Context: an optimization exercise on an open-source flow, tuned for small area. The choices shown serve that exercise and are no tape-out recipe. At most, simulation tests tie the RTL to the original design; equivalence was not proved.

// fma_top
module fma_top (
    input  logic        clk,
    input  logic        rst,
    input  logic        in_valid,
    input  logic [63:0] a,
    input  logic [63:0] b,
    input  logic [63:0] c,
    output logic        c_req,
    output logic [63:0] result,
    output logic        out_valid,
    output logic        error
);
    localparam int M2 = 22;    
    logic                           v1_q;
    logic [fma_pkg::FRAC_W-1:0]     fa_q;
    logic [26:M2/2]                 one_q;
    logic [26:M2/2]                 two_q;
    logic [25:M2/2]                 neg_q;
    logic [52:0]                    plo_q;
    logic                           ps1_q;
    logic [fma_pkg::EXP_W-1:0]      pe1_q;
    logic                           bad1_q;
    logic                           v2_q;
    logic [fma_pkg::PM_W-1:0]       pm_q;
    logic                           ps2_q;
    logic [fma_pkg::FRAC_W-1:0]     cf_q;
    logic                           sc_q;
    logic                           pe_lt_q;
    logic [5:0]                     d_q;
    logic                           big_q;
    logic [fma_pkg::EXP_W-1:0]      ex2_q;
    logic                           bad2_q;
    logic                           v3_q;
    logic [fma_pkg::ALIGN_W-1:0]    s1_q;
    logic                           sx_q;
    logic [fma_pkg::EXP_W-1:0]      ex3_q;
    logic                           bad3_q;
    logic                           v4_q;
  ...
==> module fma_add56, before the edit <==
module fma_add56 (
    input  logic [55:0] x,
    input  logic [55:0] y,
    input  logic         ci,
    output logic [55:0] s
);
    localparam int W = 56;
    localparam int L = $clog2(W);
    logic [W-1:0] g [L+1];
    logic [W-1:0] p [L+1];
    logic [W-1:0] hp;
    assign hp      = x ^ y;
    assign g[0][0] = (x[0] & y[0]) | (hp[0] & ci);
    assign p[0][0] = 1'b0;
    assign g[0][W-1:1] = x[W-1:1] & y[W-1:1];
    assign p[0][W-1:1] = hp[W-1:1];
    for (genvar l = 0; l < L; l++) begin : g_lvl
        for (genvar i = 0; i < W; i++) begin : g_bit
            if (((i >> l) & 1) == 1) begin : g_node
                localparam int J = ((i >> l) << l) - 1;
                assign g[l+1][i] = g[l][i] | (p[l][i] & g[l][J]);
                assign p[l+1][i] = p[l][i] & p[l][J];
            end else begin : g_pass
                assign g[l+1][i] = g[l][i];
                assign p[l+1][i] = p[l][i];
            end
        end
    end
    assign s = hp ^ {g[L][W-2:0], ci};
endmodule
==> module fma_inc55, before the edit <==
module fma_inc55 (
    input  logic [54:0] x,
    input  logic         ci,
    output logic [54:0] s,
    output logic         co
);
    localparam int W = 55;
    localparam int L = $clog2(W);
    logic [W-1:0] p [L+1];
    assign p[0] = x;
    for (genvar l = 0; l < L; l++) begin : g_lvl
        for (genvar i = 0; i < W; i++) begin : g_bit
            if (((i >> l) & 1) == 1) begin : g_node
                localparam int J = ((i >> l) << l) - 1;
                assign p[l+1][i] = p[l][i] & p[l][J];
            end else begin : g_pass
                assign p[l+1][i] = p[l][i];
            end
        end
    end
    assign s  = x ^ ({p[L][W-2:0], 1'b1} & {W{ci}});
    assign co = ci & p[L][W-1];
endmodule
==> module fma_inc52, before the edit <==
module fma_inc52 (
    input  logic [51:0] x,
    input  logic         ci,
    output logic [51:0] s,
    output logic         co
);
    localparam int W = 52;
    localparam int L = $clog2(W);
    logic [W-1:0] p [L+1];
    assign p[0] = x;
    for (genvar l = 0; l < L; l++) begin : g_lvl
        for (genvar i = 0; i < W; i++) begin : g_bit
            if (((i >> l) & 1) == 1) begin : g_node
                localparam int J = ((i >> l) << l) - 1;
                assign p[l+1][i] = p[l][i] & p[l][J];
            end else begin : g_pass
                assign p[l+1][i] = p[l][i];
            end
        end
    end
    assign s  = x ^ ({p[L][W-2:0], 1'b1} & {W{ci}});
    assign co = ci & p[L][W-1];
endmodule
Settings: LEC_CHECK=0, CAP_MARGIN=20, CORE_MARGIN=2, CORE_UTILIZATION=40, SETUP_SLACK_MARGIN=0.2, SLEW_MARGIN=20, SYNTH_HIERARCHICAL=1, SYNTH_MINIMUM_KEEP_SIZE=0; clock period 7.5 ns.
run.sh (not shown) runs the stock make flow with config.mk's settings and CLKGATE_MAP_FILE= SYNTH_SCRIPT=/design/flow/synth_recipe.tcl, a recipe that flattens the netlist after the stock synthesis.
Then changed:
--- a/flow/design.v
+++ b/flow/design.v
@@ -60,9 +60,9 @@
     input  logic         ci,
     output logic [55:0] s
 );
     localparam int W = 56;
-    localparam int L = $clog2(W);
+    localparam int L = 6;
     logic [W-1:0] g [L+1];
     logic [W-1:0] p [L+1];
     logic [W-1:0] hp;
     assign hp      = x ^ y;
@@ -90,9 +90,9 @@
     output logic [54:0] s,
     output logic         co
 );
     localparam int W = 55;
-    localparam int L = $clog2(W);
+    localparam int L = 6;
     logic [W-1:0] p [L+1];
     assign p[0] = x;
     for (genvar l = 0; l < L; l++) begin : g_lvl
         for (genvar i = 0; i < W; i++) begin : g_bit
@@ -113,9 +113,9 @@
     output logic [51:0] s,
     output logic         co
 );
     localparam int W = 52;
-    localparam int L = $clog2(W);
+    localparam int L = 6;
     logic [W-1:0] p [L+1];
     assign p[0] = x;
     for (genvar l = 0; l < L; l++) begin : g_lvl
         for (genvar i = 0; i < W; i++) begin : g_bit
Effect: Routed wire length does not change. Hold slack does not change. Register-to-register slack barely changes. Final cell count stays the same. Critical path depth stays the same. Worst setup slack stays the same. Via count is unchanged. Final area does not change. Non-clock buffer count stays the same.
Function not checked in the first run of this note: the RTL went through the layout flow alone.

-- static timing again, ports no longer ideal --
No port has a modelled driver above. Below, the same layouts with a new extraction and two added sets of constraints. Step 1 sets driving cells, clkbuf_16 on the clock port and buf_2 on the other inputs (assumed; they add their load-dependent delay and slew). Step 2 times the ports against the registers' clock, not the clock port: input delays grow and output delays shrink by t, the midpoint of the rising clock arrivals with the driver on. a / b / c = ideal ports / drivers / drivers and shift; a / b = the first two.
| run | t, ns | setup WS [ns] | worst setup path at the end | worst data-port slew with drivers (ns) | cell pins on the clock port's net |
|---|---|---|---|---|---|
| the first run | 0.812 | 0.346 / 0.346 / -0.361 | input to register | 0.12 | 1 |
| the second run | 0.812 | 0.346 / 0.346 / -0.361 | input to register | 0.12 | 1 |
With both steps, setup timing fails in the first run and the second run, where it was met with ideal ports.
